Context: an optimization exercise on an open-source flow, tuned for small area and a short achievable clock period. The choices shown serve that exercise and are no tape-out recipe.
RTL that was checked went through simulation tests only; none was proved equivalent to the original.
For runs 1 to 3, only the layout was checked, not whether the RTL still works.
Power and IR drop assume default switching activity.

==> design.v <==
module result_fifo #(
  parameter int DATA_W = 40,
  parameter int ADDR_W = 6
) (
  input  logic              clk,
  input  logic              wr_en,
  input  logic [7:0]        wr_hi,
  input  logic [7:0]        wr_lo,
  input  logic [DATA_W-1:0] din,
  input  logic [7:0]        rd_hi,
  input  logic [7:0]        rd_lo,
  output logic [DATA_W-1:0] dout
);
  localparam int DEPTH = 1 << ADDR_W;
  logic [DATA_W-1:0] mem_r [DEPTH];
  always_ff @(posedge clk) begin
    for (int i = 0; i < DEPTH; i++) begin
      if (wr_en && wr_hi[i / 8] && wr_lo[i % 8]) begin
        mem_r[i] <= din;
      end
    end
  end
  always_comb begin
    dout = '0;
    for (int i = 0; i < DEPTH; i++) begin
      dout = dout | (mem_r[i] & {DATA_W{rd_hi[i / 8] & rd_lo[i % 8]}});
    end
  end
endmodule
module result_serializer #(
  parameter int DATA_W = 40,
  parameter int ADDR_W = 6,
  parameter int SLACK  = 4
) (
  input  logic                 clk,
  input  logic                 rst,
  input  logic                 fifo_wr_en,
  input  logic [DATA_W-1:0]    dut_dout,
  output logic                 fifo_full,
  output logic [7:0]           byte_dout,
  output logic                 byte_valid,
  input  logic                 byte_ready,
  output logic [15:0]          word_count,
  output logic                 overflow
);
  localparam logic [ADDR_W:0] FULL_THR_C = (ADDR_W+1)'((1 << ADDR_W) - SLACK);
  localparam int              NB_L       = DATA_W / 8;
  logic [7:0]        wr_hi_r;
  logic [7:0]        wr_lo_r;
  logic [7:0]        rd_hi_r;
  logic [7:0]        rd_lo_r;
  logic [ADDR_W:0]   count_r;
  logic              fifo_full_r;
  logic              overflow_r;
  logic              load_r;
  logic              valid_r;
  logic [NB_L-1:0]   cur_r;         
  logic [7:0]        byte_dout_r;
  logic [DATA_W-1:0] head_r;        
  logic [15:0]       word_count_r;
  logic [DATA_W-1:0] head_s;
  logic              at_cap_s;
  logic              nonempty_s;
  logic              wr_ok_s;
  logic              accept_s;
  logic              last_s;
  logic              wc_inc_s;
  logic [ADDR_W:0]   count_next_s;
  logic [NB_L-1:0]   cur_next_s;
  logic [7:0]        byte_next_s;
  logic [15:0]       wc_carry_s;
  assign at_cap_s   = count_r[ADDR_W];
  assign nonempty_s = (count_r != '0);
  assign wr_ok_s    = fifo_wr_en && !at_cap_s;
  assign accept_s   = valid_r && byte_ready;
  assign last_s     = cur_r[NB_L-1];
  result_fifo #(
    .DATA_W (DATA_W),
    .ADDR_W (ADDR_W)
  ) u_fifo (
    .clk    (clk),
    .wr_en  (fifo_wr_en),
    .wr_hi  (wr_hi_r & {8{!at_cap_s}}),
    .wr_lo  (wr_lo_r),
    .din    (dut_dout),
    .rd_hi  (rd_hi_r),
    .rd_lo  (rd_lo_r),
    .dout   (head_s)
  );
  always_comb begin
    case ({wr_ok_s, load_r})
      2'b10:   count_next_s = count_r + 1'b1;
      2'b01:   count_next_s = count_r - 1'b1;
      default: count_next_s = count_r;
    endcase
  end
  always_ff @(posedge clk) begin
    if (rst) begin
      wr_hi_r     <= 8'd1;
      wr_lo_r     <= 8'd1;
      rd_hi_r     <= 8'd1;
      rd_lo_r     <= 8'd1;
      count_r     <= '0;
      fifo_full_r <= 1'b0;
      overflow_r  <= 1'b0;
    end else begin
      if (wr_ok_s) begin
        wr_lo_r <= {wr_lo_r[6:0], wr_lo_r[7]};
        if (wr_lo_r[7]) wr_hi_r <= {wr_hi_r[6:0], wr_hi_r[7]};
      end
      if (load_r) begin
        rd_lo_r <= {rd_lo_r[6:0], rd_lo_r[7]};
        if (rd_lo_r[7]) rd_hi_r <= {rd_hi_r[6:0], rd_hi_r[7]};
      end
      count_r     <= count_next_s;
      fifo_full_r <= (count_next_s >= FULL_THR_C);
      if (fifo_wr_en && at_cap_s) overflow_r <= 1'b1;
    end
  end
  assign wc_inc_s = accept_s && last_s && !(&word_count_r);
  always_comb begin
    wc_carry_s[0] = wc_inc_s;
    for (int i = 1; i < 16; i++) begin
      wc_carry_s[i] = wc_carry_s[i-1] && word_count_r[i-1];
    end
  end
  always_ff @(posedge clk) begin
    if (rst) begin
      load_r       <= 1'b0;
      valid_r      <= 1'b0;
      word_count_r <= '0;
    end else begin
      word_count_r <= word_count_r ^ wc_carry_s;
      if (load_r) begin
        load_r  <= 1'b0;
        valid_r <= 1'b1;
      end else if (!valid_r) begin
        load_r  <= nonempty_s;
      end else if (accept_s && last_s) begin
        valid_r <= 1'b0;
        load_r  <= nonempty_s;
      end
    end
  end
  always_ff @(posedge clk) begin
    if (!load_r && !(valid_r && !(byte_ready && last_s))) begin
      head_r <= head_s;
    end
  end
  always_comb begin
    if (load_r)        cur_next_s = {{(NB_L-1){1'b0}}, 1'b1};
    else if (accept_s) cur_next_s = {cur_r[NB_L-2:0], 1'b0};
    else               cur_next_s = cur_r;
  end
  always_comb begin
    byte_next_s = '0;
    for (int k = 0; k < NB_L; k++) begin
      byte_next_s = byte_next_s | (head_r[DATA_W-1-8*k -: 8] & {8{cur_next_s[k]}});
    end
  end
  always_ff @(posedge clk) begin
    cur_r       <= cur_next_s;
    byte_dout_r <= byte_next_s;
  end
  assign fifo_full  = fifo_full_r;
  assign byte_dout  = byte_dout_r;
  assign byte_valid = valid_r;
  assign word_count = word_count_r;
  assign overflow   = overflow_r;
endmodule
==> run.sh <==
#!/bin/bash
# synth_recipe.tcl (not shown) runs the flow's synth.tcl, then flattens the netlist and writes it again
# the make line also repeats each setting of config.mk as NAME=value (left out here)
make -C /OpenROAD-flow-scripts/flow DESIGN_CONFIG=/design/flow/config.mk WORK_HOME=/design/flow/orfs CLKGATE_MAP_FILE= SYNTH_SCRIPT=/design/flow/synth_recipe.tcl finish
==> config.mk <==
export PLATFORM = sky130hd
export DESIGN_NAME = result_serializer
export DESIGN_NICKNAME = result_serializer
export VERILOG_FILES = /design/flow/design.v
export SDC_FILE = /design/flow/constraint.sdc
export NUM_CORES = 4
export LEC_CHECK = 0
export CAP_MARGIN = 20
export CORE_MARGIN = 2
export CORE_UTILIZATION = 60
export CTS_CLUSTER_DIAMETER = 80
export CTS_CLUSTER_SIZE = 20
export SETUP_SLACK_MARGIN = 1.7
export SLEW_MARGIN = 20
==> constraint.sdc <==
create_clock -name core_clock -period 4.0 [get_ports {clk}]
set_input_delay 0.8000 -clock core_clock [delete_from_list [all_inputs] [get_ports {clk}]]
set_output_delay 0.8000 -clock core_clock [all_outputs]
set_load 0.01 [all_outputs]
==> impl_results.md, run 1 <==
- TritonCTS clock tree: yes
- Highest-count cells in the layout ignoring fill and taps: edfxtp_1 (2600), a22oi_1 (694), buf_4 (370)
- FP Rows: 147
- Worst Setup End Kind: flop
- Count of antenna-violating nets left after detailed routing: 0
- Maximum net fanout on the critical path: 2
- Layout Nets: 6035
- Maximum number of pins on one net before global-route repair: 65
- Global-route usage over all layers: 51.0%
- Fraction of synthesized cell area taken by the top area cell type: 80.2%
- Die W: 407 um
- Max-cap violations: 0
- Power density of the placed cells: 448 nW/um2
- Combinational share of power: 8.3%
- Clk Latency, worst-skew pair: 0.87 ns
- Overall power consumption: 52.4 mW
- Maximum VDD drop: 0.527 mV
- Number of instances in the synthesized netlist: 5344
- Vias per cell: 8.28
- Ys flop type: edfxtp_1
- Arrival time worst endpoint: 4.42 ns
- Via count of the first global-routing pass: 60700
- Max Root-Sink Buffers: 3
- Synthesis Warnings: 3
- Leak pwr: 36.4 nW
- Initial antenna violation count: 29
- Vert. Die Dim: 407 um
- HP Class: in2reg
- Dpl cells: 7577
- Wire length of the first global-routing pass: 551000 um
- Clock slew seen by the registers of the worst setup and hold paths: 0.09 ns
- Run status: timing/DRC/antenna clean
- Count of input and output buffers: 70
- Slowest stage cell, crit path: nor4_4
- Slew at the pin with the worst max-slew slack: 1.12 ns
- Category of the most critical setup path: reg2reg
- Mapped Avg Cell Area: 18.2 um2
- Post-synthesis sequential element count: 2672
- Inserted Clock Buffers: 154
- Post-synth EDFFs: 2600
- Starting DRT DRC Count: 17800
- Required time reported for the critical path endpoint: 4.73 ns
- Residual DRC count: 0
- Final Max Tran Viols: 0
- Finished Core Util: 72.7%
- Starting utilization of the core area: 60.5%
- Aggregate global routing overflow: 0
- Internal power contribution: 39.9 mW
- First-pass iteration count of the detailed router: 10
- Synthesized netlist net count: 5410
- Clock root buffer master: clkbuf_16
- Most common cell after layout, fill and taps aside: edfxtp_1
- Detail-routed net length per standard cell: 52.3 um
- Stage delay of the slowest cell on the critical path: 0.39 ns
- Dominant cell type by area after synthesis: edfxtp_1
- Sequential-to-total area share from yosys stat: 81.7%
- Startpoint type of the worst setup path: flop
- Sinks on Clock Net: 2672
- Number of top-level design ports: 71
- Switching power total: 12.5 mW
- Rel. slew slack: 25.3%
- Cell area after layout: 117000 um2
- Fraction of layout cells with a size suffix above 1: 23.9%
- Post-synthesis cell type count: 63
- Routed vias: 68100
- Setup repair after global routing missed its margin: yes
- Max H-tree Level: 4
- Highest Clock Rate: 0.271 GHz
- Post-detailed-routing wire length: 430000 um
- Hold buffer count at cts: 0
- Total of endpoints with negative setup slack in the final report: 0
- Post-detailed-placement cell area: 104000 um2
- Post-DP HPWL: 229000 um
- Die Outline Area: 165000 um2
- Leading post-synthesis cells by cell area: edfxtp_1 (80%), a22oi_1 (5.8%), a222oi_1 (2.1%), dfxtp_1 (1.5%), a22o_1 (1.1%)
- Min cycle time layout: 3.69 ns
- Number of hold violations in the final report: 0
- Routability congestion estimate from global placement: 0.925
- Summed instance area of the synthesized netlist: 97300 um2
- Share of flip-flops with an asynchronous set or reset: 0%
- Clock group share of total power: 31.4%
- Period Utilization, post-route: 92.3%
- Cells along the critical path: nand4_1, nor4_4, nor3b_2, ha_2, ha_4, ha_4, ha_4, ha_4, ha_4, ha_4, ha_4, ha_4, ha_4, ha_4, ha_4, ha_4, ha_4, ha_4, xnor2_2, nor2_1
- Growth of design area from synthesis to finish: 20.1%
- Crit path top cell by count: ha_4
- Number of standard cells in the layout, taps in and fillers out: 8216
- Fin Clk Skew: 0.0351 ns
- Core Region: 161000 um2
- Fraction of power spent switching nets: 23.9%
- Flop pwr share: 60.3%
## cell usage after synthesis (all sizes together) (22+ instances only)
cell    number
nor2       100
nand3       24
or4         22
a32oi       43
a222oi     201
and3        65
dfxtp       72
nor4        33
buf        185
a22o       125
nor3        39
a32o        22
a221oi      62
a21oi      191
clkbuf     201
a22oi      756
nand2       95
o22ai      160
nand4       61
edfxtp    2600
and2        57
## kinds of logic (layout without fill, tap and decap cells)
logic type      count (synthesis)  count (layout)  share of synthesized area (%)
compound gates               1662            1662                           13.0
xor+xnor                        5               5                         0.0450
fa+ha+maj                      22              22                          0.291
buf+inv                       412            1108                           1.68
flops                        2672            2672                           81.7
mux                            10              10                          0.104
other cells                     0              16                              0
simple gates                  561             561                           3.16
## through the flow
step	setup TNS (ns)	hold WS (ns)	setup slack (ns)
after CTS	0	0.311	0.288
after global routing	0	0.353	0.214
after global placement	-0.567	0.451	-0.266
final	0	0.319	0.309
after floorplan	0	0.435	0.496
after detailed placement	-0.631	0.459	-0.303
## metal layers
metal  global-route usage, %  part of all wire (%)  vias to the layer above
li1                        -                     -                    23900
met1                    67.3                    31                    33900
met2                    69.5                    41                     8359
met3                    21.5                    20                     1865
met4                    33.2                   8.5                       36
met5                   0.268                 0.068                        -
## power by group through the flow
stage / Combinational, mW / Clock [mW] / Sequential, mW
finish: 4.33 / 16.5 / 31.6
global route: 4.31 / 17.2 / 31.6
CTS: 3.97 / 16.3 / 31.6
detailed placement: 3.36 / 0 / 32.2
global placement: 3.31 / 0 / 32.2
floorplan: 1.39 / 0 / 32.0
## worst paths after layout
kind	startpoint	end	slack, ns	cells after the start
worst max-delay path	word_count_r[8]	word_count_r[15]	0.31	20
worst max register to register	word_count_r[8]	word_count_r[15]	0.31	20
worst min register to register	head_r[22]	byte_dout_r[6]	0.47	2
worst min-delay path	fifo_wr_en	overflow_r	0.32	3
## state kept, by name (all words and copies together) (netlist names), 5 cells and up
signal	flops
u_fifo.mem_r	2560
head_r	40
word_count_r	16
byte_dout_r	8
rd_hi_r	8
rd_lo_r	8
wr_hi_r	8
wr_lo_r	8
count_r	7
cur_r	5
## worst max-delay path, delay by kind of cell (launching register included)
kind / cells / cell delay, ns
XOR/XNOR: 1 / 0.12
adder cells (fa/ha/maj): 15 / 2.38
flip-flops: 1 / 0.34
AND/OR/NAND/NOR: 4 / 0.72
## cell type report
cell class / count / area, um2
repair buffers: 855 / 11600
fillers: 9823 / 43800
inverters: 26 / 250
multi-input cells: 2260 / 18300
clock buffers: 206 / 4110
clock inverters: 21 / 269
diodes: 16 / 40.0
flip-flops and latches: 2672 / 79600
well taps: 2160 / 2700
## what timing repair did
item	in CTS	in global routing
gates cloned	33	13
buffers inserted	245	104
gates resized for setup	671	149
endpoints found under the setup margin	2024	333
pin swaps	214	160
==> run 2, diff against run 1 <==
==> flow/run.sh (new file) <==
#!/bin/bash
# Standard ORFS layout (standard.sh, unchanged synthesis script and registers),
# with sky130_fd_sc_hd__a222oi_1 added to the don't-use list: it comes in one
# weak drive strength only, and the FIFO read tree maps onto it on long wires.
set -euo pipefail
DU=" sky130_fd_sc_hd__probe_p_8 sky130_fd_sc_hd__probec_p_8 sky130_fd_sc_hd__lpflow_bleeder_1 sky130_fd_sc_hd__lpflow_clkbufkapwr_1 sky130_fd_sc_hd__lpflow_clkbufkapwr_16 sky130_fd_sc_hd__lpflow_clkbufkapwr_2 sky130_fd_sc_hd__lpflow_clkbufkapwr_4 sky130_fd_sc_hd__lpflow_clkbufkapwr_8 sky130_fd_sc_hd__lpflow_clkinvkapwr_1 sky130_fd_sc_hd__lpflow_clkinvkapwr_16 sky130_fd_sc_hd__lpflow_clkinvkapwr_2 sky130_fd_sc_hd__lpflow_clkinvkapwr_4 sky130_fd_sc_hd__lpflow_clkinvkapwr_8 sky130_fd_sc_hd__lpflow_decapkapwr_12 sky130_fd_sc_hd__lpflow_decapkapwr_3 sky130_fd_sc_hd__lpflow_decapkapwr_4 sky130_fd_sc_hd__lpflow_decapkapwr_6 sky130_fd_sc_hd__lpflow_decapkapwr_8 sky130_fd_sc_hd__lpflow_inputiso0n_1 sky130_fd_sc_hd__lpflow_inputiso0p_1 sky130_fd_sc_hd__lpflow_inputiso1n_1 sky130_fd_sc_hd__lpflow_inputiso1p_1 sky130_fd_sc_hd__lpflow_inputisolatch_1 sky130_fd_sc_hd__lpflow_isobufsrc_1 sky130_fd_sc_hd__lpflow_isobufsrc_16 sky130_fd_sc_hd__lpflow_isobufsrc_2 sky130_fd_sc_hd__lpflow_isobufsrc_4 sky130_fd_sc_hd__lpflow_isobufsrc_8 sky130_fd_sc_hd__lpflow_isobufsrckapwr_16 sky130_fd_sc_hd__lpflow_lsbuf_lh_hl_isowell_tap_1 sky130_fd_sc_hd__lpflow_lsbuf_lh_hl_isowell_tap_2 sky130_fd_sc_hd__lpflow_lsbuf_lh_hl_isowell_tap_4 sky130_fd_sc_hd__lpflow_lsbuf_lh_isowell_4 sky130_fd_sc_hd__lpflow_lsbuf_lh_isowell_tap_1 sky130_fd_sc_hd__lpflow_lsbuf_lh_isowell_tap_2 sky130_fd_sc_hd__lpflow_lsbuf_lh_isowell_tap_4  sky130_fd_sc_hd__a222oi_1"
bash standard.sh "DONT_USE_CELLS=$DU" finish > flow_make.log 2>&1
==> standard.sh (new file) <==
#!/bin/bash
# synth_recipe.tcl (not shown) runs the flow's synth.tcl, then flattens the netlist and writes it again
# the make line also repeats each setting of config.mk as NAME=value (left out here)
make -C /OpenROAD-flow-scripts/flow DESIGN_CONFIG=/design/flow/config.mk WORK_HOME=/design/flow/orfs CLKGATE_MAP_FILE= SYNTH_SCRIPT=/design/flow/synth_recipe.tcl "${@:-finish}"
removed: run.sh
==> run 2 against run 1 <==
Compared with the run above:
- synthesized cell count increased by 6.3%
- worst setup slack better by 0.081 ns
- flip-flop and latch count unchanged
- sequential share of layout area fell by 0.57 points
- still clean on timing, DRC and antenna
- first-iteration DRC count fell by 19%
- critical path type unchanged
- area after synthesis grew 1.9%
- via count decreased by 2.0%
- register-to-register slack better by 0.08 ns
- clock power is essentially flat
==> impl_results.md, run 2 <==
- Fraction of layout cells with a size suffix above 1: 23.0%
- Post-synthesis sequential element count: 2672
- Residual DRC count: 0
- Aggregate global routing overflow: 0
- Largest register FFs: 2560
- Number of instances in the synthesized netlist: 5679
- Category of the most critical setup path: reg2reg
- R2R Path End: word_count_r[14]
- Mapped Avg Cell Area: 17.5 um2
- Final Max Tran Viols: 0
- Worst reg-to-reg setup slack: 0.39 ns
- Sinks on Clock Net: 2672
- First-pass iteration count of the detailed router: 8
- Starting DRT DRC Count: 14400
- Max-cap violations: 0
- Area taken by multi-input logic gates: 20400 um2
- Number of top-level design ports: 71
- Post-DP HPWL: 220000 um
- Maximum VDD drop: 0.484 mV
- Clock root buffer master: clkbuf_16
- Fraction of power spent switching nets: 23.6%
- Largest registers: u_fifo.mem_r (2560), head_r (40), word_count_r (16)
- Ys flop type: edfxtp_1
- Growth of design area from synthesis to finish: 18.8%
- Max Root-Sink Buffers: 3
- Required time reported for the critical path endpoint: 4.68 ns
- Via count of the first global-routing pass: 60000
- Count of antenna-violating nets left after detailed routing: 0
- Wire length of the first global-routing pass: 533000 um
- Global-route usage over all layers: 47.5%
- Arrival time worst endpoint: 4.29 ns
- Run status: timing/DRC/antenna clean
- Layout Nets: 6321
- Switching power total: 12.3 mW
- Dominant cell type by area after synthesis: edfxtp_1
- FP Rows: 149
- Register containing the most flip-flops in the final layout: u_fifo.mem_r
- Min cycle time layout: 3.61 ns
- Most frequent cell after synthesis: edfxtp_1
- Post-detailed-routing wire length: 411000 um
- Startpoint type of the worst setup path: flop
- TritonCTS clock tree: yes
- Clock group share of total power: 31.2%
- Fraction of synthesized cell area taken by the top area cell type: 78.7%
- Core Region: 165000 um2
- Clock slew seen by the registers of the worst setup and hold paths: 0.08 ns
- Starting utilization of the core area: 60.3%
- Fillers: 10400
- Flop pwr share: 60.4%
- Post-synthesis cell type count: 61
- Maximum number of pins on one net before global-route repair: 68
- Crit path from: word_count_r[15]
- Internal power contribution: 40.0 mW
- Summed instance area of the synthesized netlist: 99200 um2
- Die Outline Area: 169000 um2
- Origin of the critical flop-to-flop path: word_count_r[15]
- Synthesis Warnings: 3
- Max H-tree Level: 4
- Dpl cells: 7923
- Detail-routed net length per standard cell: 48.3 um
- Area taken by flip-flops and latches: 79600 um2
- Routability congestion estimate from global placement: 0.923
- Number of standard cells in the layout, taps in and fillers out: 8502
- HP Class: in2reg
- Highest Clock Rate: 0.277 GHz
- Routed vias: 66700
- Sequential-to-total area share from yosys stat: 80.1%
- Count of input and output buffers: 70
- Period Utilization, post-route: 90.2%
- Worst Setup End Kind: flop
- Rel. slew slack: 22.4%
- Maximum net fanout on the critical path: 3
- Post-synth EDFFs: 2600
- Path depth of the worst reg2reg path: 19
- Number of hold violations in the final report: 0
- Fin Clk Skew: 0.0305 ns
- Clk Latency, worst-skew pair: 0.83 ns
- Setup repair after global routing missed its margin: yes
- Initial antenna violation count: 23
- Total of endpoints with negative setup slack in the final report: 0
- Die W: 411 um
- Highest-count cells in the layout ignoring fill and taps: edfxtp_1 (2600), a22oi_1 (664), nand2_1 (543)
- Leak pwr: 38.5 nW
- Capture point of the critical path: word_count_r[14]
- Power density of the placed cells: 444 nW/um2
- Share of flip-flops with an asynchronous set or reset: 0%
- Hold Slack: 0.359 ns
- Most common cell after layout, fill and taps aside: edfxtp_1
- Combinational share of power: 8.4%
- Most instantiated cells after synthesis: edfxtp_1 (2600), a22oi_1 (784), nand2_1 (555)
- Vert. Die Dim: 411 um
- Inserted Clock Buffers: 153
- Leading post-synthesis cells by cell area: edfxtp_1 (79%), a22oi_1 (5.9%), a22o_1 (4.4%), nand2_1 (2.1%), dfxtp_1 (1.5%)
- Vias per cell: 7.85
- Synthesized netlist net count: 5745
- Slew at the pin with the worst max-slew slack: 1.16 ns
run 2: how the worst min path moves through the flow:
stage	startpoint	endpoint	slack (ns)	cells past startpoint
global placement	overflow_r	overflow_r	0.47	2
detailed placement	overflow_r	overflow_r	0.47	2
CTS	rst	count_r[0]	0.33	2
finish	rst	rd_lo_r[5]	0.36	2
floorplan	head_r[0]	byte_dout_r[0]	0.42	2
global route	rst	count_r[4]	0.38	2
run 2: stage by stage:
step | total power, mW | utilization, % | TNS (ns) | instance area [um2] | setup WS [ns]
2_1_floorplan | 33.4 | - | 0 | 99800 | 0.496
3_3_place_gp | 35.6 | 64.3 | -0.389 | 106000 | -0.205
5_1_grt | 53.1 | 71.6 | 0 | 118000 | 0.287
6_report | 52.3 | 71.6 | 0 | 118000 | 0.390
3_5_place_dp | 35.6 | 64.3 | -0.389 | 106000 | -0.214
4_1_cts | 51.6 | 70.3 | 0 | 116000 | 0.381
run 2: final cells by class:
| class | instances | area share (%) |
|---|---|---|
| Inverter | 12 | 0.0711 |
| Clock buffer | 188 | 3.48 |
| Multi-Input combinational cell | 2604 | 17.3 |
| Tap cell | 2189 | 2.32 |
| Clock inverter | 15 | 0.141 |
| Timing Repair Buffer | 812 | 9.15 |
| Antenna cell | 10 | 0.0212 |
| Sequential cell | 2672 | 67.5 |
run 2: per-layer routing:
metal | routed length (um) | global-route usage [%] | part of all wire (%) | up-vias
met3 | 72300 | 16.8 | 18 | 1379
met4 | 29000 | 26.5 | 7.1 | 16
li1 | - | - | - | 24500
met1 | 136000 | 65.1 | 33 | 33700
met2 | 173000 | 66.6 | 42 | 7183
met5 | 244 | 0 | 0.059 | -
run 2: what timing repair did:
action                                   CTS  global route
gates cloned                              26            16
endpoints found under the hold margin      0             0
endpoints found under the setup margin  2365           239
pin swaps                                152           161
hold buffers                               0             0
setup buffers                            244            79
resized for setup                        633           221
run 2: kinds of logic after synthesis:
family,after synthesis,synth area share [%]
flip-flops,2672,80.1
adder cells (fa/ha/maj),22,0.285
buffers and inverters,403,1.88
multiplexers,10,0.102
AO/OA/AOI/OAI,1627,13.1
XOR/XNOR,5,0.0441
AND/OR/NAND/NOR,940,4.42
run 2: power by group through the flow:
stage	Clock, mW	Combinational [mW]	Sequential [mW]
after floorplan	0	1.46	32.0
after global placement	0	3.29	32.3
after detailed placement	0	3.34	32.3
after CTS	16.2	3.91	31.6
after global routing	17.1	4.41	31.6
final	16.3	4.41	31.6
run 2: critical path, stage by stage (launching register included):
cell,delay [ns]
dfxtp_4,0.36
nand4_1,0.12
nor4_2,0.36
nor3b_2,0.08
ha_2,0.19
ha_4,0.16
ha_4,0.15
ha_4,0.16
ha_4,0.16
ha_4,0.16
ha_4,0.16
ha_4,0.16
ha_4,0.16
ha_4,0.16
ha_4,0.16
ha_4,0.15
ha_4,0.15
ha_4,0.15
ha_4,0.19
nor2b_2,0.15
==> run 3, diff against run 2 <==
==> design.v (replaced) <==
module result_fifo #(
  parameter int DATA_W = 40,
  parameter int ADDR_W = 6
) (
  input  logic                   clk,
  input  logic                   wr_en,
  input  logic [7:0]             wr_hi,
  input  logic [7:0]             wr_lo,
  input  logic [DATA_W-1:0]      din,
  input  logic [(1<<ADDR_W)-1:0] rd_sel,
  output logic [DATA_W-1:0]      dout
);
  localparam int DEPTH = 1 << ADDR_W;
  logic [DATA_W-1:0] mem_r [DEPTH];
  always_ff @(posedge clk) begin
    for (int i = 0; i < DEPTH; i++) begin
      if (wr_en && wr_hi[i / 8] && wr_lo[i % 8]) begin
        mem_r[i] <= din;
      end
    end
  end
  always_comb begin
    dout = '0;
    for (int i = 0; i < DEPTH; i++) begin
      dout = dout | (mem_r[i] & {DATA_W{rd_sel[i]}});
    end
  end
endmodule
module result_serializer #(
  parameter int DATA_W = 40,
  parameter int ADDR_W = 6,
  parameter int SLACK  = 4
) (
  input  logic                 clk,
  input  logic                 rst,
  input  logic                 fifo_wr_en,
  input  logic [DATA_W-1:0]    dut_dout,
  output logic                 fifo_full,
  output logic [7:0]           byte_dout,
  output logic                 byte_valid,
  input  logic                 byte_ready,
  output logic [15:0]          word_count,
  output logic                 overflow
);
  localparam int              DEPTH      = 1 << ADDR_W;
  localparam logic [ADDR_W:0] FULL_THR_C = (ADDR_W+1)'(DEPTH - SLACK);
  localparam int              NB_L       = DATA_W / 8;
  logic [7:0]        wr_hi_r;
  logic [7:0]        wr_lo_r;
  logic [DEPTH-1:0]  rd_sel_r;
  logic [ADDR_W:0]   count_r;
  logic              fifo_full_r;
  logic              overflow_r;
  logic              load_r;
  logic              valid_r;
  logic [NB_L-1:0]   cur_r;         
  logic [7:0]        byte_dout_r;
  logic [DATA_W-1:0] rd_data_r;     
  logic [DATA_W-1:0] word_r;        
  logic [15:0]       word_count_r;
  logic [DATA_W-1:0] rd_data_s;
  logic              at_cap_s;
  logic              nonempty_s;
  logic              wr_ok_s;
  logic              accept_s;
  logic              last_s;
  logic              inc_s;
  logic              dec_s;
  logic [ADDR_W:0]   count_up_s;
  logic [ADDR_W:0]   count_dn_s;
  logic              full_up_s;
  logic              full_dn_s;
  logic              full_eq_s;
  logic [NB_L-1:0]   cur_next_s;
  logic [7:0]        byte_next_s;
  logic [15:0]       wc_low_ones_s;
  logic [15:0]       wc_plus1_s;
  assign at_cap_s   = count_r[ADDR_W];
  assign nonempty_s = (count_r != '0);
  assign wr_ok_s    = fifo_wr_en && !at_cap_s;
  assign accept_s   = valid_r && byte_ready;
  assign last_s     = cur_r[NB_L-1];
  result_fifo #(
    .DATA_W (DATA_W),
    .ADDR_W (ADDR_W)
  ) u_fifo (
    .clk    (clk),
    .wr_en  (fifo_wr_en),
    .wr_hi  (wr_hi_r & {8{!at_cap_s}}),
    .wr_lo  (wr_lo_r),
    .din    (dut_dout),
    .rd_sel (rd_sel_r),
    .dout   (rd_data_s)
  );
  assign inc_s      = wr_ok_s && !load_r;
  assign dec_s      = load_r && !wr_ok_s;
  assign count_up_s = count_r + 1'b1;
  assign count_dn_s = count_r - 1'b1;
  assign full_up_s  = (count_r >= FULL_THR_C - 1'b1);
  assign full_dn_s  = (count_r >= FULL_THR_C + 1'b1);
  assign full_eq_s  = (count_r >= FULL_THR_C);
  always_ff @(posedge clk) begin
    if (rst) begin
      wr_hi_r     <= 8'd1;
      wr_lo_r     <= 8'd1;
      rd_sel_r    <= {{(DEPTH-1){1'b0}}, 1'b1};
      count_r     <= '0;
      fifo_full_r <= 1'b0;
      overflow_r  <= 1'b0;
    end else begin
      if (wr_ok_s) begin
        wr_lo_r <= {wr_lo_r[6:0], wr_lo_r[7]};
        if (wr_lo_r[7]) wr_hi_r <= {wr_hi_r[6:0], wr_hi_r[7]};
      end
      if (load_r) rd_sel_r <= {rd_sel_r[DEPTH-2:0], rd_sel_r[DEPTH-1]};
      if (inc_s) begin
        count_r     <= count_up_s;
        fifo_full_r <= full_up_s;
      end else if (dec_s) begin
        count_r     <= count_dn_s;
        fifo_full_r <= full_dn_s;
      end else begin
        fifo_full_r <= full_eq_s;
      end
      if (fifo_wr_en && at_cap_s) overflow_r <= 1'b1;
    end
  end
  always_comb begin
    for (int i = 0; i < 16; i++) begin
      wc_low_ones_s[i] = &(word_count_r | ~((16'd1 << i) - 16'd1));
    end
  end
  assign wc_plus1_s = word_count_r ^ wc_low_ones_s;
  always_ff @(posedge clk) begin
    if (rst) begin
      load_r       <= 1'b0;
      valid_r      <= 1'b0;
      word_count_r <= '0;
    end else begin
      if (load_r) begin
        load_r  <= 1'b0;
        valid_r <= 1'b1;
      end else if (!valid_r) begin
        load_r  <= nonempty_s;
      end else if (accept_s && last_s) begin
        valid_r <= 1'b0;
        load_r  <= nonempty_s;
        if (!(&word_count_r)) word_count_r <= wc_plus1_s;
      end
    end
  end
  always_ff @(posedge clk) begin
    rd_data_r <= rd_data_s;
    if (load_r) word_r <= rd_data_r;
  end
  always_comb begin
    if (load_r)        cur_next_s = {{(NB_L-1){1'b0}}, 1'b1};
    else if (accept_s) cur_next_s = {cur_r[NB_L-2:0], 1'b0};
    else               cur_next_s = cur_r;
  end
  always_comb begin
    if (load_r) begin
      byte_next_s = rd_data_r[DATA_W-1 -: 8];
    end else begin
      byte_next_s = '0;
      for (int k = 0; k < NB_L; k++) begin
        byte_next_s = byte_next_s | (word_r[DATA_W-1-8*k -: 8] & {8{cur_next_s[k]}});
      end
    end
  end
  always_ff @(posedge clk) begin
    cur_r       <= cur_next_s;
    byte_dout_r <= byte_next_s;
  end
  assign fifo_full  = fifo_full_r;
  assign byte_dout  = byte_dout_r;
  assign byte_valid = valid_r;
  assign word_count = word_count_r;
  assign overflow   = overflow_r;
endmodule
--- a/config.mk
+++ b/config.mk
@@ -11,4 +11,5 @@
 export CTS_CLUSTER_DIAMETER = 80
 export CTS_CLUSTER_SIZE = 20
-export SETUP_SLACK_MARGIN = 1.7
+export SETUP_SLACK_MARGIN = 1.8
 export SLEW_MARGIN = 20
+export TNS_END_PERCENT = 5
==> run 3 against run 2 <==
Compared with the run above:
- still clean
- register-to-register slack better by 1.0 ns
- via count up 2.0%
- area after synthesis down 0.53%
- sequential share of layout area up 2.0 points
- critical path depth down 14
- die area down 0.53%
- worst setup slack better by 1.0 ns
- clock power up 4%
- routed wire length up 14%
- critical endpoint is now rd_data_r[9]
- largest power group unchanged
==> impl_results.md, run 3 <==
- Count of antenna-violating nets left after detailed routing: 0
- Clock slew seen by the registers of the worst setup and hold paths: 0.09 ns
- Routed vias: 68100
- Routability congestion estimate from global placement: 0.963
- Global-route usage over all layers: 55.1%
- Hold Slack: 0.408 ns
- Switching power total: 12.8 mW
- Starting utilization of the core area: 60.6%
- Rel. slew slack: 25.5%
- Final Max Tran Viols: 0
- Synthesized netlist net count: 5104
- Max-cap violations: 0
- Starting DRT DRC Count: 16900
- Fraction of synthesized cell area taken by the top area cell type: 79.1%
- Vert. Die Dim: 410 um
- Share of flip-flops with an asynchronous set or reset: 0%
- Clock group share of total power: 31.5%
- Clk Latency, worst-skew pair: 0.85 ns
- Via count of the first global-routing pass: 58600
- Post-synthesis sequential element count: 2760
- Internal power contribution: 40.8 mW
- Required time reported for the critical path endpoint: 4.67 ns
- Post-detailed-routing wire length: 466000 um
- Post-DP HPWL: 249000 um
- Vias per cell: 8.50
- Most instantiated cells after synthesis: edfxtp_1 (2600), a221oi_1 (648), a22o_1 (640)
- Die W: 410 um
- Die Outline Area: 168000 um2
- Crit path from: rd_sel_r[11]
- Number of hold violations in the final report: 0
- Clock root buffer master: clkbuf_16
- Maximum VDD drop: 0.463 mV
- Dominant cell type by area after synthesis: edfxtp_1
- Startpoint type of the worst setup path: flop
- Inserted Clock Buffers: 156
- Period Utilization, post-route: 65.1%
- Setup repair after global routing missed its margin: yes
- Maximum number of pins on one net before global-route repair: 70
- Number of standard cells in the layout, taps in and fillers out: 8008
- Number of instances in the synthesized netlist: 5048
- Post-detailed-placement cell area: 105000 um2
- Most frequent cell after synthesis: edfxtp_1
- Post-Place Worst Slack: 0.734 ns
- Growth of design area from synthesis to finish: 18.9%
- Arrival time worst endpoint: 3.27 ns
- Max H-tree Level: 4
- Combinational share of power: 7.2%
- Cell area after layout: 117000 um2
- Aggregate negative setup slack: 0 ns
- Run status: timing/DRC/antenna clean
- Ys flop type: edfxtp_1
- Mapped Avg Cell Area: 19.5 um2
- Fraction of layout cells with a size suffix above 1: 25.3%
- Min cycle time layout: 2.60 ns
- FP Rows: 148
- First-pass iteration count of the detailed router: 11
- Max Root-Sink Buffers: 3
- Post-synthesis cell type count: 54
- Dpl cells: 7307
- Detail-routed net length per standard cell: 58.2 um
- Synthesis Warnings: 3
- Category of the most critical setup path: reg2reg
- Worst Setup End Kind: flop
- Summed instance area of the synthesized netlist: 98700 um2
- HP Class: reg2reg
- Leading post-synthesis cells by cell area: edfxtp_1 (79%), a221oi_1 (5.8%), a22o_1 (5.7%), dfxtp_1 (3.2%), nand4_1 (1.0%)
- Number of top-level design ports: 71
- Layout Nets: 5729
- Aggregate global routing overflow: 0
- Power density of the placed cells: 457 nW/um2
- TritonCTS clock tree: yes
- Fraction of power spent switching nets: 23.8%
- Wire length of the first global-routing pass: 590000 um
- Maximum net fanout on the critical path: 13
- Flop pwr share: 61.3%
- Count of input and output buffers: 70
- Leak pwr: 37.9 nW
- Post-synth EDFFs: 2600
- Sinks on Clock Net: 2760
- Register containing the most flip-flops in the final layout: u_fifo.mem_r
- Origin of the worst min-delay path: rd_data_r[27]
- Total of endpoints with negative setup slack in the final report: 0
- Highest-count cells in the layout ignoring fill and taps: edfxtp_1 (2600), a22o_1 (613), buf_4 (413)
- Slew at the pin with the worst max-slew slack: 1.12 ns
- Origin of the critical flop-to-flop path: rd_sel_r[11]
- Fin Clk Skew: 0.0441 ns
- Most common cell after layout, fill and taps aside: edfxtp_1
- Sequential-to-total area share from yosys stat: 82.4%
- Largest register FFs: 2560
- Largest registers: u_fifo.mem_r (2560), rd_sel_r (64)
- Residual DRC count: 0
- Final setup slack of the worst path: 1.40 ns
- Initial antenna violation count: 57
- Core Region: 163000 um2
- Highest Clock Rate: 0.384 GHz
## run 3: changes by cell type after synthesis, sizes merged, moves of 30 or more
| cell | before | now |
|---|---|---|
| dfxtp | 72 | 160 |
| a32oi | 59 | 8 |
| a221oi | 106 | 648 |
| a22o | 500 | 640 |
| nand3 | 73 | 14 |
| buf | 291 | 230 |
| and2 | 53 | 2 |
| mux2i | 9 | 65 |
| nand4 | 103 | 164 |
| nor2 | 22 | 82 |
| a22oi | 784 | 0 |
| a21boi | 31 | 1 |
| or4 | 7 | 45 |
| nand2 | 555 | 47 |
## run 3: path summary, 6_finish.rpt
kind                                     end  slack, ns  cells past startpoint
worst max-delay path            rd_data_r[9]       1.40                      5
worst min-delay path              word_r[27]       0.41                      0
worst max register to register  rd_data_r[9]       1.40                      5
worst min register to register    word_r[27]       0.41                      0
## run 3: cell families (layout without fill, tap and decap cells)
family / after synthesis / after routing / share of synthesized area [%]
buffers and inverters: 386 / 1112 / 2.17
flip-flops: 2760 / 2760 / 82.4
AND/OR/NAND/NOR: 439 / 439 / 2.54
multiplexers: 71 / 71 / 0.728
adder cells (fa/ha/maj): 12 / 12 / 0.160
other: 0 / 59 / 0
XOR/XNOR: 3 / 3 / 0.0266
AO/OA/AOI/OAI: 1377 / 1377 / 12.0
## run 3: area by class of cell
type | count | area (um2)
sequential | 2760 | 81600
multi-input combinational | 1902 | 18200
clock buffer | 244 | 4300
fill | 9875 | 45600
inverter | 30 | 145
clock inverter | 15 | 190
timing repair buffer | 823 | 10100
antenna | 59 | 148
tap | 2175 | 2720
## run 3: power by group through the flow
stage          logic [mW]  registers, mW  clock network, mW
6_report             3.86           32.8               16.9
5_1_grt              3.83           32.8               17.6
4_1_cts              3.56           32.7               16.6
3_5_place_dp         3.04           33.6                  0
3_3_place_gp         3.04           33.6                  0
2_1_floorplan        1.49           33.0                  0
## run 3: critical path: stages, from the launching register on
cell and delay (ns):
dfxtp_4 0.41, buf_6 0.21, a22o_1 0.24, a221oi_2 0.25
nand4_1 0.52, or4_4 0.78
## run 3: what timing repair did
item	4_1_cts	5_1_grt
gates cloned	5	2
setup endpoints to repair	1542	360
setup buffers	327	49
pin swaps	95	44
resized for setup	507	113
hold buffers	0	0
## run 3: stage by stage
step	power, mW	util, %
floorplan	34.5	-
global placement	36.6	64.1
detailed placement	36.6	64.1
CTS	52.9	71.2
global route	54.2	71.9
finish	53.6	72.0
## run 3: layer usage
layer / vias to the layer above / global-route usage (%) / wire, um
met5: - / 1.44 / 928
met3: 2175 / 30.6 / 94700
met4: 52 / 41.9 / 46400
met2: 9158 / 72.4 / 184000
met1: 33700 / 67.2 / 141000
li1: 22900 / - / -
==> run 4, diff against run 3 <==
--- a/design.v
+++ b/design.v
@@ -8,5 +8,5 @@
   input  logic [7:0]             wr_lo,
   input  logic [DATA_W-1:0]      din,
-  input  logic [(1<<ADDR_W)-1:0] rd_sel,
+  input  logic [(1<<ADDR_W)-1:0] rd_sel_n,
   output logic [DATA_W-1:0]      dout
 );
@@ -21,7 +21,7 @@
   end
   always_comb begin
-    dout = '0;
+    dout = '1;
     for (int i = 0; i < DEPTH; i++) begin
-      dout = dout | (mem_r[i] & {DATA_W{rd_sel[i]}});
+      dout = dout & (mem_r[i] | {DATA_W{rd_sel_n[i]}});
     end
   end
@@ -48,5 +48,5 @@
   logic [7:0]        wr_hi_r;
   logic [7:0]        wr_lo_r;
-  logic [DEPTH-1:0]  rd_sel_r;
+  logic [DEPTH-1:0]  rd_sel_n_r;
   logic [ADDR_W:0]   count_r;
   logic              fifo_full_r;
@@ -90,5 +90,5 @@
     .wr_lo  (wr_lo_r),
     .din    (dut_dout),
-    .rd_sel (rd_sel_r),
+    .rd_sel_n (rd_sel_n_r),
     .dout   (rd_data_s)
   );
@@ -104,5 +104,5 @@
       wr_hi_r     <= 8'd1;
       wr_lo_r     <= 8'd1;
-      rd_sel_r    <= {{(DEPTH-1){1'b0}}, 1'b1};
+      rd_sel_n_r  <= {{(DEPTH-1){1'b1}}, 1'b0};
       count_r     <= '0;
       fifo_full_r <= 1'b0;
@@ -113,5 +113,5 @@
         if (wr_lo_r[7]) wr_hi_r <= {wr_hi_r[6:0], wr_hi_r[7]};
       end
-      if (load_r) rd_sel_r <= {rd_sel_r[DEPTH-2:0], rd_sel_r[DEPTH-1]};
+      if (load_r) rd_sel_n_r <= {rd_sel_n_r[DEPTH-2:0], rd_sel_n_r[DEPTH-1]};
       if (inc_s) begin
         count_r     <= count_up_s;
==> run.sh (new file) <==
#!/bin/bash
# synth_recipe.tcl (not shown) runs the flow's synth.tcl, then flattens the netlist and writes it again
# the make line also repeats each setting of config.mk as NAME=value (left out here)
make -C /OpenROAD-flow-scripts/flow DESIGN_CONFIG=/design/flow/config.mk WORK_HOME=/design/flow/orfs CLKGATE_MAP_FILE= SYNTH_SCRIPT=/design/flow/synth_recipe.tcl finish
removed: flow/run.sh
removed: standard.sh
==> run 4 against run 3 <==
Compared with the run above:
- first-iteration DRC count fell by 2.8%
- non-clock buffer count fell by 43
- cell count is 7.1% higher
- clock-buffer cell count increased by 3
- clock power is essentially flat
- clock skew down 0.0055 ns
- sequential share of layout area up 2.5 points
- worst setup slack improved by 0.15 ns
- total power grew 0.61%
- global-route usage is 0.82 points lower
- routed wire length decreased by 3.2%
- largest power group unchanged
- highest routed layer unchanged
==> impl_results.md, run 4 <==
- Run status: timing/DRC/antenna clean
- Inserted Clock Buffers: 157
- Power density of the placed cells: 476 nW/um2
- Wire length of the first global-routing pass: 572000 um
- Synthesized netlist net count: 5693
- Internal power contribution: 41.1 mW
- Max Root-Sink Buffers: 3
- Number of hold violations in the final report: 0
- HP Class: in2reg
- Ys flop type: edfxtp_1
- Starting DRT DRC Count: 16400
- Slew at the pin with the worst max-slew slack: 1.20 ns
- Startpoint type of the worst setup path: flop
- Switching power total: 12.8 mW
- Aggregate global routing overflow: 0
- Layout Nets: 6272
- Number of instances in the synthesized netlist: 5637
- Post-detailed-placement cell area: 104000 um2
- Maximum VDD drop: 0.831 mV
- Detail-routed net length per standard cell: 52.6 um
- Routability congestion estimate from global placement: 0.983
- Maximum number of pins on one net before global-route repair: 80
- Max-cap violations: 0
- Synthesis Warnings: 3
- Clock group share of total power: 31.9%
- Final Max Tran Viols: 0
- Post-synth EDFFs: 2600
- FP Rows: 147
- Sequential-to-total area share from yosys stat: 83.8%
- Number of top-level design ports: 71
- Summed instance area of the synthesized netlist: 97000 um2
- Setup repair after global routing missed its margin: yes
- Vert. Die Dim: 406 um
- Worst Setup End Kind: flop
- Post-synthesis sequential element count: 2760
- Arrival time worst endpoint: 3.20 ns
- Period Utilization, post-route: 61.3%
- Sinks on Clock Net: 2760
- Largest register FFs: 2560
- Via count of the first global-routing pass: 59400
- Hold Slack: 0.223 ns
- Core Region: 161000 um2
- Required time reported for the critical path endpoint: 4.75 ns
- Fraction of power spent switching nets: 23.8%
- Vias per cell: 8.01
- Most common cell after layout, fill and taps aside: edfxtp_1
- Highest-count cells in the layout ignoring fill and taps: edfxtp_1 (2600), o22ai_1 (1279), nor2_1 (568)
- Post-synthesis cell type count: 51
- Flop pwr share: 60.5%
- Global-route usage over all layers: 54.3%
- Growth of design area from synthesis to finish: 16.8%
- First-pass iteration count of the detailed router: 12
- Post-detailed-routing wire length: 451000 um
- Highest Clock Rate: 0.408 GHz
- Share of flip-flops with an asynchronous set or reset: 0%
- Most instantiated cells after synthesis: edfxtp_1 (2600), o22ai_1 (1280), nor2_1 (580)
- Category of the most critical setup path: reg2reg
- Dominant cell type by area after synthesis: edfxtp_1
- Clock slew seen by the registers of the worst setup and hold paths: 0.09 ns
- Combinational share of power: 7.6%
- Cell area after layout: 113000 um2
- Clock root buffer master: clkbuf_16
- Starting utilization of the core area: 60.4%
- Fraction of layout cells with a size suffix above 1: 18.6%
- Rel. slew slack: 20.1%
- Routed vias: 68700
- Leak pwr: 36.3 nW
- Largest registers: u_fifo.mem_r (2560), rd_sel_n_r (64)
- Aggregate negative setup slack: 0 ns
- Residual DRC count: 0
- Initial antenna violation count: 56
- Fin Clk Skew: 0.0386 ns
- Die Outline Area: 165000 um2
- Leading post-synthesis cells by cell area: edfxtp_1 (81%), o22ai_1 (8.3%), dfxtp_1 (3.3%), nor2_1 (2.2%), clkbuf_1 (1.4%)
- Mapped Avg Cell Area: 17.2 um2
- Die W: 406 um
- Clk Latency, worst-skew pair: 0.84 ns
- Post-DP HPWL: 249000 um
- Count of input and output buffers: 70
- Maximum net fanout on the critical path: 16
- Dpl cells: 7911
- Count of antenna-violating nets left after detailed routing: 0
- TritonCTS clock tree: yes
- Min cycle time layout: 2.45 ns
- Fraction of synthesized cell area taken by the top area cell type: 80.5%
- Register containing the most flip-flops in the final layout: u_fifo.mem_r
- Total of endpoints with negative setup slack in the final report: 0
- Most frequent cell after synthesis: edfxtp_1
- Max H-tree Level: 4
- Number of standard cells in the layout, taps in and fillers out: 8573
[run 4: power by group through the flow]
stage / clock network, mW / registers (mW) / logic, mW
2_1_floorplan: 0 / 33.0 / 1.43
4_1_cts: 16.9 / 32.6 / 3.73
5_1_grt: 17.9 / 32.6 / 4.06
6_report: 17.2 / 32.6 / 4.09
3_5_place_dp: 0 / 33.4 / 3.26
3_3_place_gp: 0 / 33.4 / 3.27
[run 4: kinds of logic (layout without fill, tap and decap cells)]
group	Yosys count	after routing	synth area share, %
fa+ha+maj	12	12	0.163
simple gates	1040	1040	4.89
mux	71	71	0.741
other cells	0	91	0
xor+xnor	3	3	0.0271
buf+inv	382	1067	1.49
compound gates	1369	1369	8.87
flops	2760	2760	83.8
[run 4: routing by layer]
layer | vias to the layer above | global-route usage, % | wire, um
met5 | - | 1.49 | 500
li1 | 24100 | - | -
met2 | 8854 | 71.6 | 180000
met4 | 52 | 39.1 | 40600
met1 | 33700 | 68.2 | 139000
met3 | 1984 | 28.4 | 90600
[run 4: path summary, 6_finish.rpt]
| path | start | endpoint | slack (ns) | depth (start not counted) |
|---|---|---|---|---|
| worst max register to register | rd_sel_n_r[34] | rd_data_r[31] | 1.55 | 6 |
| worst max-delay path | rd_sel_n_r[34] | rd_data_r[31] | 1.55 | 6 |
| worst min register to register | rd_data_r[20] | word_r[20] | 0.41 | 0 |
| worst min-delay path | dut_dout[0] | u_fifo.mem_r[52][0] | 0.22 | 1 |
[run 4: worst max-delay path, cell delays in order (launching register included)]
cell	delay, ns
dfxtp_4	0.72
buf_12	0.28
o22ai_1	0.12
nor2_1	0.11
nand4_1	0.27
nor4_2	0.53
buf_4	0.28
[run 4: layout make-up]
| class | instances | area (um2) |
|---|---|---|
| timing repair buffer | 780 | 9060 |
| clock inverter | 18 | 246 |
| multi-input combinational | 2495 | 14900 |
| sequential | 2760 | 81600 |
| fill | 10300 | 47300 |
| inverter | 22 | 135 |
| tap | 2160 | 2700 |
| clock buffer | 247 | 4380 |
| antenna | 91 | 228 |
[run 4: per-stage QoR]
step / util, % / setup WS (ns) / total power [mW]
floorplan: - / 1.27 / 34.4
detailed placement: 64.9 / 0.650 / 36.7
global route: 70.4 / 1.69 / 54.6
CTS: 70.1 / 1.72 / 53.2
finish: 70.5 / 1.55 / 54.0
global placement: 64.9 / 0.593 / 36.7
[run 4: what timing repair did]
item | in CTS | in global routing
pin swaps | 16 | 16
gates cloned | 0 | 4
setup buffers | 285 | 17
resized for setup | 175 | 35
endpoints found under the setup margin | 1104 | 294
hold buffers | 0 | 0
==> run 5, diff against run 4 <==
==> flow/run.sh (new file) <==
#!/bin/bash
# The standard layout (standard.sh: unchanged synthesis script, so the
# same registers), with two placement/sizing settings changed:
#  - ports are buffered with buf_4 instead of the default delay-type buffer;
#  - the resizer may swap a cell for one with a different footprint.
# make's full output goes to flow_make.log; each ORFS step keeps its own log
# under orfs/logs.
set -euo pipefail
bash standard.sh \
  "BUFFER_PORTS_ARGS=-buffer_cell sky130_fd_sc_hd__buf_4" \
  "MATCH_CELL_FOOTPRINT=0" \
  finish > flow_make.log 2>&1
==> standard.sh (new file) <==
#!/bin/bash
# synth_recipe.tcl (not shown) runs the flow's synth.tcl, then flattens the netlist and writes it again
# the make line also repeats each setting of config.mk as NAME=value (left out here)
make -C /OpenROAD-flow-scripts/flow DESIGN_CONFIG=/design/flow/config.mk WORK_HOME=/design/flow/orfs CLKGATE_MAP_FILE= SYNTH_SCRIPT=/design/flow/synth_recipe.tcl "${@:-finish}"
--- a/config.mk
+++ b/config.mk
@@ -11,5 +11,5 @@
 export CTS_CLUSTER_DIAMETER = 80
 export CTS_CLUSTER_SIZE = 20
-export SETUP_SLACK_MARGIN = 1.8
+export SETUP_SLACK_MARGIN = 1.9
 export SLEW_MARGIN = 20
 export TNS_END_PERCENT = 5
removed: run.sh
==> run 5 against run 4 <==
Compared with the run above:
- clock skew down 0.0069 ns
- routed wire length up 0.69%
- sequential share of layout area up 0.29 points
- critical path depth unchanged
- via count down 0.45%
- global-route usage up 0.36 points
- flip-flop and latch count unchanged
- cell count down 1.2%
- register-to-register slack worse by 0.02 ns
- non-clock buffer count down 60
- largest cell class unchanged
==> impl_results.md, run 5 <==
- Run status: timing/DRC/antenna clean
- Routability congestion estimate from global placement: 0.971
- Starting DRT DRC Count: 16700
- Count of input and output buffers: 70
- Largest register FFs: 2560
- Highest Clock Rate: 0.405 GHz
- Synthesized netlist net count: 5693
- Overall power consumption: 53.9 mW
- Inserted Clock Buffers: 157
- Dominant cell type by area after synthesis: edfxtp_1
- Count of antenna-violating nets left after detailed routing: 0
- Worst Setup End Kind: flop
- Hold buffer count at cts: 0
- Post-DP HPWL: 244000 um
- Leading post-synthesis cells by cell area: edfxtp_1 (81%), o22ai_1 (8.3%), dfxtp_1 (3.3%), nor2_1 (2.2%), clkbuf_1 (1.4%)
- Core Region: 161000 um2
- First-pass iteration count of the detailed router: 9
- Initial antenna violation count: 48
- Mapped Avg Cell Area: 17.2 um2
- Post-synthesis cell type count: 51
- Aggregate negative setup slack: 0 ns
- Area taken by flip-flops and latches: 81500 um2
- Vert. Die Dim: 406 um
- Maximum number of pins on one net before global-route repair: 65
- Final Max Tran Viols: 0
- Growth of design area from synthesis to finish: 16.3%
- Crit path top cell by count: buf_4
- Leak pwr: 36.1 nW
- Slowest stage cell, crit path: dfxtp_4
- Die W: 406 um
- Register containing the most flip-flops in the final layout: u_fifo.mem_r
- Max H-tree Level: 4
- Fin Clk Skew: 0.0317 ns
- Stage delay of the slowest cell on the critical path: 0.57 ns
- Summed instance area of the synthesized netlist: 97000 um2
- Min cycle time layout: 2.47 ns
- Clock root buffer master: clkbuf_16
- Clk Latency, worst-skew pair: 0.84 ns
- Total of endpoints with negative setup slack in the final report: 0
- Ys flop type: edfxtp_1
- Highest-count cells in the layout ignoring fill and taps: edfxtp_1 (2600), o22ai_1 (1264), nor2_1 (550)
- Finished Core Util: 70.2%
- Via count of the first global-routing pass: 59100
- Startpoint type of the worst setup path: flop
- Number of hold violations in the final report: 0
- Maximum net fanout on the critical path: 6
- Rel. slew slack: 24.5%
- Most frequent cell after synthesis: edfxtp_1
- Post-synthesis sequential element count: 2760
- Die Outline Area: 165000 um2
- Required time reported for the critical path endpoint: 4.78 ns
- Sinks on Clock Net: 2760
- Most instantiated cells after synthesis: edfxtp_1 (2600), o22ai_1 (1280), nor2_1 (580)
- Period Utilization, post-route: 61.7%
- Wire length of the first global-routing pass: 573000 um
- Sequential-to-total area share from yosys stat: 83.8%
- HP Class: in2reg
- Starting utilization of the core area: 60.4%
- Largest registers: u_fifo.mem_r (2560), rd_sel_n_r (64)
- Routed vias: 68400
- Maximum VDD drop: 0.517 mV
- Post-detailed-placement cell area: 103000 um2
- TritonCTS clock tree: yes
- Synthesis Warnings: 3
- Area taken by multi-input logic gates: 15200 um2
- Share of flip-flops with an asynchronous set or reset: 0%
- Post-detailed-routing wire length: 454000 um
- Slew at the pin with the worst max-slew slack: 1.13 ns
- Clock slew seen by the registers of the worst setup and hold paths: 0.08 ns
- Power density of the placed cells: 478 nW/um2
- Fillers: 10500
- Aggregate global routing overflow: 0
- Setup repair after global routing missed its margin: yes
- Layout Nets: 6219
- Cells along the critical path: buf_4, o22ai_1, nor2_2, nand4_1, nor4_1, buf_4
- Max Root-Sink Buffers: 3
- Vias per cell: 8.07
- Number of top-level design ports: 71
- Max-cap violations: 0
- Number of instances in the synthesized netlist: 5637
- Most common cell after layout, fill and taps aside: edfxtp_1
- Residual DRC count: 0
- FP Rows: 147
- Fraction of layout cells with a size suffix above 1: 18.4%
- Fraction of synthesized cell area taken by the top area cell type: 80.5%
- Post-synth EDFFs: 2600
- Category of the most critical setup path: reg2reg
- Cell area after layout: 113000 um2
- Detail-routed net length per standard cell: 53.6 um
- Global-route usage over all layers: 54.6%
- Arrival time worst endpoint: 3.25 ns
==> run 5: cell counts after synthesis <==
No cell type changed its count.
==> run 5: critical path: cells and delay by family (launching register included) <==
kind            cells  cell delay [ns]
flops               1             0.57
buf+inv             2             0.40
simple gates        3             1.32
compound gates      1             0.10
==> run 5: worst paths after layout <==
kind	from	to	slack (ns)	cells past startpoint
setup / recovery	rd_sel_n_r[42]	rd_data_r[38]	1.53	6
setup reg to reg	rd_sel_n_r[42]	rd_data_r[38]	1.53	6
hold reg to reg	rd_data_r[11]	word_r[11]	0.41	0
hold / removal	fifo_wr_en	overflow_r	0.28	3
==> run 5: cell families (layout without fill, tap and decap cells) <==
family / Yosys count / in the layout / share of synthesized area, %
buffers and inverters: 382 / 997 / 1.49
multiplexers: 71 / 71 / 0.741
AND/OR/NAND/NOR: 1040 / 1046 / 4.89
XOR/XNOR: 3 / 3 / 0.0271
adder cells (fa/ha/maj): 12 / 12 / 0.163
flip-flops: 2760 / 2760 / 83.8
other: 0 / 55 / 0
AO/OA/AOI/OAI: 1369 / 1369 / 8.87
==> run 5: layout make-up <==
class / instances / area share (%)
tap: 2160 / 2.40
timing repair buffer: 720 / 7.55
sequential: 2760 / 72.3
inverter: 22 / 0.117
timing repair inverter: 1 / 0.00999
antenna: 55 / 0.122
multi-input combinational: 2501 / 13.5
clock buffer: 236 / 3.77
clock inverter: 18 / 0.220
==> run 5: per-layer routing <==
metal,vias to the layer above,track usage [%],routed length (um)
met5,-,0.892,366
met4,42,40.4,45500
met3,2084,29.2,92700
met2,8798,71.8,178000
met1,33600,68.0,138000
li1,23900,-,-
==> run 5: what timing repair did <==
item	CTS	global route
gates cloned	8	3
setup buffers	290	64
gates resized for setup	113	118
pin swaps	27	37
setup endpoints to repair	2337	1094
==> run 5: stage by stage <==
stage	hold slack [ns]	std cells	setup WS, ns
6_report	0.285	8473	1.53
5_1_grt	0.354	8430	1.70
4_1_cts	0.277	8351	1.59
3_5_place_dp	0.389	7799	0.762
3_3_place_gp	0.389	7799	0.738
2_1_floorplan	0.386	5637	1.32
==> run 5: power breakdown <==
group          internal (mW)  switching [mW]
Combinational           1.30            2.82
Sequential              32.1           0.699
Clock                   7.50            9.45
Total                   40.9            13.0
==> run 6, diff against run 5 <==
--- a/design.v
+++ b/design.v
@@ -9,5 +9,6 @@
   input  logic [DATA_W-1:0]      din,
   input  logic [(1<<ADDR_W)-1:0] rd_sel_n,
-  output logic [DATA_W-1:0]      dout
+  output logic [DATA_W-1:0]      dout_lo,
+  output logic [DATA_W-1:0]      dout_hi
 );
   localparam int DEPTH = 1 << ADDR_W;
@@ -21,7 +22,9 @@
   end
   always_comb begin
-    dout = '1;
-    for (int i = 0; i < DEPTH; i++) begin
-      dout = dout & (mem_r[i] | {DATA_W{rd_sel_n[i]}});
+    dout_lo = '1;
+    dout_hi = '1;
+    for (int i = 0; i < DEPTH / 2; i++) begin
+      dout_lo = dout_lo & (mem_r[i] | {DATA_W{rd_sel_n[i]}});
+      dout_hi = dout_hi & (mem_r[i + DEPTH / 2] | {DATA_W{rd_sel_n[i + DEPTH / 2]}});
     end
   end
@@ -56,7 +59,10 @@
   logic [NB_L-1:0]   cur_r;         
   logic [7:0]        byte_dout_r;
-  logic [DATA_W-1:0] rd_data_r;     
+  logic [DATA_W-1:0] rd_lo_r;       
+  logic [DATA_W-1:0] rd_hi_r;
   logic [DATA_W-1:0] word_r;        
   logic [15:0]       word_count_r;
+  logic [DATA_W-1:0] rd_lo_s;
+  logic [DATA_W-1:0] rd_hi_s;
   logic [DATA_W-1:0] rd_data_s;
   logic              at_cap_s;
@@ -91,5 +97,6 @@
     .din    (dut_dout),
     .rd_sel_n (rd_sel_n_r),
-    .dout   (rd_data_s)
+    .dout_lo (rd_lo_s),
+    .dout_hi (rd_hi_s)
   );
   assign inc_s      = wr_ok_s && !load_r;
@@ -150,7 +157,9 @@
     end
   end
+  assign rd_data_s = rd_lo_r & rd_hi_r;
   always_ff @(posedge clk) begin
-    rd_data_r <= rd_data_s;
-    if (load_r) word_r <= rd_data_r;
+    rd_lo_r <= rd_lo_s;
+    rd_hi_r <= rd_hi_s;
+    if (load_r) word_r <= rd_data_s;
   end
   always_comb begin
@@ -161,5 +170,5 @@
   always_comb begin
     if (load_r) begin
-      byte_next_s = rd_data_r[DATA_W-1 -: 8];
+      byte_next_s = rd_data_s[DATA_W-1 -: 8];
     end else begin
       byte_next_s = '0;
==> run.sh (new file) <==
#!/bin/bash
# synth_recipe.tcl (not shown) runs the flow's synth.tcl, then flattens the netlist and writes it again
# the make line also repeats each setting of config.mk as NAME=value (left out here)
make -C /OpenROAD-flow-scripts/flow DESIGN_CONFIG=/design/flow/config.mk WORK_HOME=/design/flow/orfs CLKGATE_MAP_FILE= SYNTH_SCRIPT=/design/flow/synth_recipe.tcl finish
--- a/config.mk
+++ b/config.mk
@@ -11,5 +11,5 @@
 export CTS_CLUSTER_DIAMETER = 80
 export CTS_CLUSTER_SIZE = 20
-export SETUP_SLACK_MARGIN = 1.9
+export SETUP_SLACK_MARGIN = 1.8
 export SLEW_MARGIN = 20
 export TNS_END_PERCENT = 5
removed: flow/run.sh
removed: standard.sh
==> run 6 against run 5 <==
Compared with the run above:
- cell count fell by 2.4%
- fmax rose by 5.7%
- sequential share of layout area rose by 3.3 points
- total power fell by 1.3%
- synthesized cell count rose by 2.5%
- die area rose by 1.2%
- largest power group unchanged
==> impl_results.md, run 6 <==
- Run status: timing/DRC/antenna clean
- Maximum net fanout on the critical path: 14
- Register containing the most flip-flops in the final layout: u_fifo.mem_r
- Switching power total: 12.0 mW
- Highest Clock Rate: 0.428 GHz
- Category of the most critical setup path: reg2reg
- Detail-routed net length per standard cell: 40.4 um
- Combinational share of power: 6.2%
- Starting utilization of the core area: 60.4%
- Clk Latency, worst-skew pair: 0.84 ns
- Post-synthesis sequential element count: 2800
- Area taken by flip-flops and latches: 82300 um2
- Antenna diode count: 0
- Power density of the placed cells: 489 nW/um2
- Required time reported for the critical path endpoint: 4.68 ns
- Fraction of synthesized cell area taken by the top area cell type: 79.6%
- Post-synth EDFFs: 2600
- Clock slew seen by the registers of the worst setup and hold paths: 0.09 ns
- Fraction of met1 tracks used by global routing: 60.3%
- Routed vias: 59900
- Routability congestion estimate from global placement: 0.910
- Most instantiated cells after synthesis: edfxtp_1 (2600), o22ai_1 (1280), nor2_1 (713)
- Initial antenna violation count: 7
- Fraction of layout cells with a size suffix above 1: 12.5%
- Aggregate global routing overflow: 0
- Leak pwr: 34.1 nW
- Die Outline Area: 167000 um2
- Slew at the pin with the worst max-slew slack: 1.20 ns
- GRT busiest layer: met1
- HP Class: in2reg
- Rel. slew slack: 20.3%
- Maximum number of pins on one net before global-route repair: 81
- FP Rows: 148
- Max Root-Sink Buffers: 3
- Via count of the first global-routing pass: 55200
- Fin Clk Skew: 0.0311 ns
- Setup repair after global routing missed its margin: yes
- Post-DP HPWL: 199000 um
- Global-route usage over all layers: 39.7%
- Layout Nets: 6048
- Overall power consumption: 53.2 mW
- Post-detailed-routing wire length: 334000 um
- Worst Setup End Kind: flop
- Dominant cell type by area after synthesis: edfxtp_1
- Clock group share of total power: 31.7%
- Sinks on Clock Net: 2800
- Leading post-synthesis cells by cell area: edfxtp_1 (80%), o22ai_1 (8.2%), dfxtp_1 (4.1%), nor2_1 (2.7%), clkbuf_1 (1.3%)
- Max-cap violations: 0
- Area taken by multi-input logic gates: 15000 um2
- Most frequent cell after synthesis: edfxtp_1
- Number of instances in the synthesized netlist: 5777
- Wire length of the first global-routing pass: 452000 um
- Number of hold violations in the final report: 0
- Startpoint type of the worst setup path: flop
- Min cycle time layout: 2.34 ns
- Vert. Die Dim: 408 um
- Flop pwr share: 62.1%
- Largest register FFs: 2560
- Mapped Avg Cell Area: 17.0 um2
- Highest-count cells in the layout ignoring fill and taps: edfxtp_1 (2600), o22ai_1 (1280), nor2_1 (711)
- Clock root buffer master: clkbuf_16
- Die W: 408 um
- Internal power contribution: 41.2 mW
- Number of top-level design ports: 71
- Synthesized netlist net count: 5833
- Starting DRT DRC Count: 11400
- Post-detailed-placement cell area: 104000 um2
- Ys flop type: edfxtp_1
- Largest registers: u_fifo.mem_r (2560), rd_sel_n_r (64)
- Met3 Use GR: 10.9%
- Core Region: 163000 um2
- Maximum VDD drop: 0.485 mV
- Arrival time worst endpoint: 3.01 ns
- First-pass iteration count of the detailed router: 6
- Synthesis Warnings: 3
- Count of input and output buffers: 70
- Fraction of power spent switching nets: 22.5%
- Post-synthesis cell type count: 54
- TritonCTS clock tree: yes
- Vias per cell: 7.24
- Met2 track demand over resource in global routing: 56.5%
- Growth of design area from synthesis to finish: 11.0%
- Hold buffer count at cts: 0
- Residual DRC count: 0
- Summed instance area of the synthesized netlist: 98100 um2
- Sequential-to-total area share from yosys stat: 83.6%
- Max H-tree Level: 4
- Share of flip-flops with an asynchronous set or reset: 0%
- Aggregate negative setup slack: 0 ns
- Most common cell after layout, fill and taps aside: edfxtp_1
- Fillers: 11200
- Cell area after layout: 109000 um2
- Period Utilization, post-route: 58.4%
- Inserted Clock Buffers: 158
- Final Max Tran Viols: 0
- Total of endpoints with negative setup slack in the final report: 0
- Count of antenna-violating nets left after detailed routing: 0
run 6: cells by family (layout without fill, tap and decap cells):
| kind of cell | count (synthesis) | count (layout) | synth area share, % |
|---|---|---|---|
| flip-flops | 2800 | 2800 | 83.6 |
| AO/OA/AOI/OAI | 1364 | 1364 | 8.76 |
| AND/OR/NAND/NOR | 1143 | 1144 | 5.17 |
| buffers and inverters | 380 | 698 | 1.46 |
| multiplexers | 75 | 75 | 0.773 |
| adder cells (fa/ha/maj) | 12 | 12 | 0.161 |
| XOR/XNOR | 3 | 3 | 0.0268 |
run 6: metal layers:
metal | wire length [um] | vias to the layer above
met2 | 144000 | 5262
li1 | - | 23500
met3 | 51700 | 625
met4 | 12200 | 2
met5 | 13 | -
met1 | 126000 | 30500
run 6: worst max-delay path, cell delays in order, from the launching register on:
cell and delay (ns):
dfxtp_2 0.71, buf_4 0.41, o22ai_1 0.15, nor2_1 0.30, nand4_1 0.14, nor2_1 0.45
run 6: per-stage QoR:
stage                     util, %  setup WS [ns]  hold slack (ns)  cells
after floorplan                 -           1.29            0.434   5777
after global placement       63.9          0.625            0.453   7974
after detailed placement     63.9          0.610            0.463   7974
after CTS                    66.8           1.62            0.322   8265
after global routing         67.0           1.70            0.365   8271
final                        67.0           1.66            0.371   8271
run 6: path summary, 6_finish.rpt:
check	depth (start not counted)	slack [ns]	to	from
max	5	1.66	rd_lo_r[18]	rd_sel_n_r[26]
min	1	0.37	u_fifo.mem_r[30][5]	dut_dout[5]
max reg2reg	5	1.66	rd_lo_r[18]	rd_sel_n_r[26]
min reg2reg	2	0.46	overflow_r	overflow_r
run 6: final cells by class:
| class | instances | area share [%] |
|---|---|---|
| clock inverter | 9 | 0.0770 |
| sequential | 2800 | 75.6 |
| clock buffer | 255 | 4.09 |
| inverter | 22 | 0.0896 |
| tap | 2175 | 2.50 |
| timing repair buffer | 412 | 3.92 |
| multi-input combinational | 2598 | 13.7 |
run 6: power groups by stage:
stage	clock, mW	sequential, mW	combinational [mW]
final	16.8	33.0	3.31
after global placement	0	33.7	3.05
after global routing	17.8	33.1	3.46
after floorplan	0	33.4	1.48
after CTS	16.9	33.0	3.21
after detailed placement	0	33.7	3.07
run 6: repair_timing:
item	4_1_cts	5_1_grt
gates resized for setup	159	26
buffers inserted	26	3
gates cloned	1	0
endpoints found under the setup margin	1662	291
pin swaps	3	1

[separate check: timing with driven ports]
Ports are ideal in the flow. The routed layouts listed here were re-timed in OpenROAD.
Step 1: set_driving_cell puts a clkbuf_16 on clk and a buf_2 on each other input, an assumption about the parent block.
Step 2, shift: input delay + t, output delay - t, t = (earliest + latest rising clock arrival at the registers) / 2. This alone moves slack from input paths to output paths.
Slacks: no drivers / after step 1 / after step 2; pairs: no drivers / after step 1.
| run | shift t [ns] | setup slack, ns | worst setup path at the end | worst slew at a driven data input, ns |
|---|---|---|---|---|
| run 1 | 0.947 | 0.309 / 0.309 / 0.127 | input to register | 0.09 |
| run 2 | 0.905 | 0.390 / 0.390 / -0.190 | input to register | 0.09 |
| run 3 | 0.924 | 1.398 / 1.398 / 0.940 | input to register | 0.07 |
| run 4 | 0.917 | 1.549 / 1.549 / 0.917 | input to register | 0.14 |
| run 5 | 0.921 | 1.531 / 1.531 / 1.111 | input to register | 0.05 |
| run 6 | 0.917 | 1.664 / 1.653 / 1.002 | input to register | 0.06 |
With both steps, setup timing fails in run 2, where it was met with ideal ports. For run 6, which loses most, drivers alone change the setup slack by -0.011 ns; drivers and shift together by -0.662 ns.
